This is an optimization exercise on Yosys and OpenROAD, whose aim is small area, a short achievable clock period and few clock cycles, not a production implementation.
Only simulation tests tie the RTL to the original design; equivalence was not proved.
Power is estimated from default activity; no workload was simulated.

==> flow/design.v (excerpt) <==
module usb_app #(
   parameter int RAM_DEPTH = 256,
   parameter int WAIT_W    = 8
) (
   input  logic       clk_i,
   input  logic       rstn_i,
   input  logic [7:0] out_data_i,
   input  logic       out_valid_i,
   output logic       out_ready_o,
   output logic [7:0] in_data_o,
   output logic       in_valid_o,
   input  logic       in_ready_i
);
For scale: about 2,400 flip-flops.
export LEC_CHECK = 0
export ABC_CLOCK_PERIOD_IN_PS = 2400
export CAP_MARGIN = 20
export CORE_MARGIN = 2
export CORE_UTILIZATION = 50
export CTS_CLUSTER_DIAMETER = 60
export CTS_CLUSTER_SIZE = 25
export PLACE_DENSITY = 0.75
export SETUP_SLACK_MARGIN = 2.6
export SLEW_MARGIN = 20
create_clock -name core_clock -period 5.0 [get_ports {clk_i}]
run.sh (not shown) runs the stock make flow with config.mk's settings and CLKGATE_MAP_FILE= SYNTH_SCRIPT=/design/flow/synth_recipe.tcl, a recipe that flattens the netlist after the stock synthesis.
Testbench counts at the start, summed over its fixed seeds: cycles 7,044.
Change:
- CTS_CLUSTER_DIAMETER: 60 -> 65
- CTS_CLUSTER_SIZE: 25 -> 30
- PLACE_DENSITY: 0.75 -> 0.8
=> Register-to-register slack loses 0.07 ns; die area is unchanged; clock skew went up by 0.013 ns; cell area went down by 1.4%; final cell count went down by 0.49%.
Change:
- CTS_CLUSTER_DIAMETER: 65 -> 60
- CTS_CLUSTER_SIZE: 30 -> 25
- PLACE_DENSITY: 0.8 -> 0.75
- SETUP_SLACK_MARGIN: 2.6 -> 2.7
After rerunning:
- The new run completed without violations
- critical path depth came out higher by 1
- setup slack is better by 0.023 ns
- utilization came out higher by 1.5 points
- sequential power hardly moves
- design area increases by 2.8%
- die area does not change
Change:
- SETUP_SLACK_MARGIN: 2.7 -> 2.55
Result: Synthesized area is unchanged; clock power rises by about 6%; register-to-register slack loses 0.05 ns; cell area shrinks by 1.8%; hold slack is better by 0.0080 ns.
Change:
- CORE_UTILIZATION: 50 -> 58
- SETUP_SLACK_MARGIN: 2.55 -> 2.6
Result: Combinational power grows by a few percent. Non-clock buffer count grows by 40. Setup slack got worse by 0.030 ns. Power grows slightly. Cell count shrinks by a few percent. Clock-buffer cell count shrinks by 3.
Change:
- CORE_UTILIZATION: 58 -> 50
- CTS_BUF_LIST: unset -> sky130_fd_sc_hd__clkbuf_8
- CTS_CLUSTER_DIAMETER: 60 -> 45
- CTS_CLUSTER_SIZE: 25 -> 18
The changed run passed the timing, design-rule and antenna checks.
Count of clock-buffer cells in the layout is higher by 40.
Power came out lower by 4.0%.
Via count goes down by 1.4%.
Wire length shrinks by 3.6%.


job 1217:
Starting RTL as in the previous note.
## usb_app
module usb_app #(
   parameter int RAM_DEPTH = 256,
   parameter int WAIT_W    = 8
) (
   input  logic       clk_i,
   input  logic       rstn_i,
   input  logic [7:0] out_data_i,
   input  logic       out_valid_i,
   output logic       out_ready_o,
   output logic [7:0] in_data_o,
   output logic       in_valid_o,
   input  logic       in_ready_i
);
Settings: LEC_CHECK=0, ABC_CLOCK_PERIOD_IN_PS=2400, CAP_MARGIN=20, CORE_MARGIN=2, CORE_UTILIZATION=50, CTS_CLUSTER_DIAMETER=65, CTS_CLUSTER_SIZE=30, PLACE_DENSITY=0.72, SETUP_SLACK_MARGIN=2.6, SLEW_MARGIN=20; clock period 5.0 ns.
Testbench counts of job 1217, summed over its fixed seeds: cycles 7,044.
> inputs changed (job 1217 -> job 1806)
- a change of CTS_CLUSTER_SIZE from 30 to 20
- an added CTS_BUF_LIST of sky130_fd_sc_hd__clkbuf_8
- a deleted PLACE_DENSITY that had been 0.72
- a change of CTS_CLUSTER_DIAMETER from 65 to 50
==> comparison <==
Going from job 1217 to job 1806, the global-route usage was found to have gone up by 0.59 points.
Share of power burned in registers for job 1806: 0.3 points down relative to job 1217
Highest metal layer with signal wires: met5 -> job 1217, met4 -> job 1806
Total of cells resized after clock tree synthesis for job 1806: 6 up relative to job 1217
Changes observed in job 1806 relative to job 1217: setup slack decreased by 0.049 ns relative to the old numbers; highest cell delay on the worst timing path saw an increase; worst slack on hold paths moved up.
## Diff of input files: job 9146 against job 1806
- changing CTS_CLUSTER_DIAMETER from 50 to 62
- setting PLACE_DENSITY to 0.76 for the first time
- changing CTS_CLUSTER_SIZE from 20 to 28
- removing CTS_BUF_LIST (formerly sky130_fd_sc_hd__clkbuf_8)
Looking at job 1806 and job 9146, the clock power is a wash.
| highest fanout seen on the critical path | lower: job 9146 |
On instance area at placement, job 1806 and job 9146 are basically level.
Changes observed in job 9146 relative to job 1806: maximum clock frequency went up; worst vdd rail ir drop went up.
Switching share of power, job 1806 and job 9146, lower one = job 9146.
Relative to job 1806, the global-route usage of job 9146 is lower by 0.87 points.
Comparing clock network latency to the later pin of the worst-skew pair for job 1806 and job 9146, the bigger number came from job 1806.
In the reports for job 1806 and job 9146, the larger ratio of final minimum period to clock period belongs to job 1806.
Compared with job 1806, wire length in job 9146 decreased by a few percent.
Job 9146 leaves more setup margin than job 1806.

re-timing with driven ports:
Ports are ideal in the flow. The routed layouts listed here were re-timed in OpenROAD. Step 1, drivers: a clkbuf_16 drives clk_i and a buf_2 each remaining input, both assumed. Step 2 also shifts input and output timing later by t, the mid clock arrival at the registers, as if the neighbouring blocks saw the same clock. a / b / c = no drivers / after step 1 / after step 2; a / b = the first two.
run	t (ns)	slack for setup (ns)	latest minus earliest clock arrival (ns)
the first run of note 1	0.823	2.617 / 2.598 / 1.839	0.062 / 0.062
the second run of note 1	0.777	2.548 / 2.548 / 1.823	0.077 / 0.077
the third run of note 1	0.799	2.571 / 2.571 / 1.811	0.098 / 0.098
the fourth run of note 1	0.835	2.521 / 2.520 / 1.769	0.061 / 0.062
the fifth run of note 1	0.818	2.491 / 2.491 / 1.788	0.060 / 0.061
the sixth run of note 1	0.947	2.566 / 2.520 / 1.672	0.061 / 0.060
job 1217	0.806	2.546 / 2.580 / 1.774	0.088 / 0.088
job 1806	0.960	2.497 / 2.489 / 1.587	0.098 / 0.098
job 9146	0.805	2.595 / 2.579 / 1.830	0.088 / 0.089
After both steps every run listed still meets setup and hold. For job 1806, which loses most, drivers alone change the setup slack by -0.008 ns; drivers and shift together by -0.910 ns.
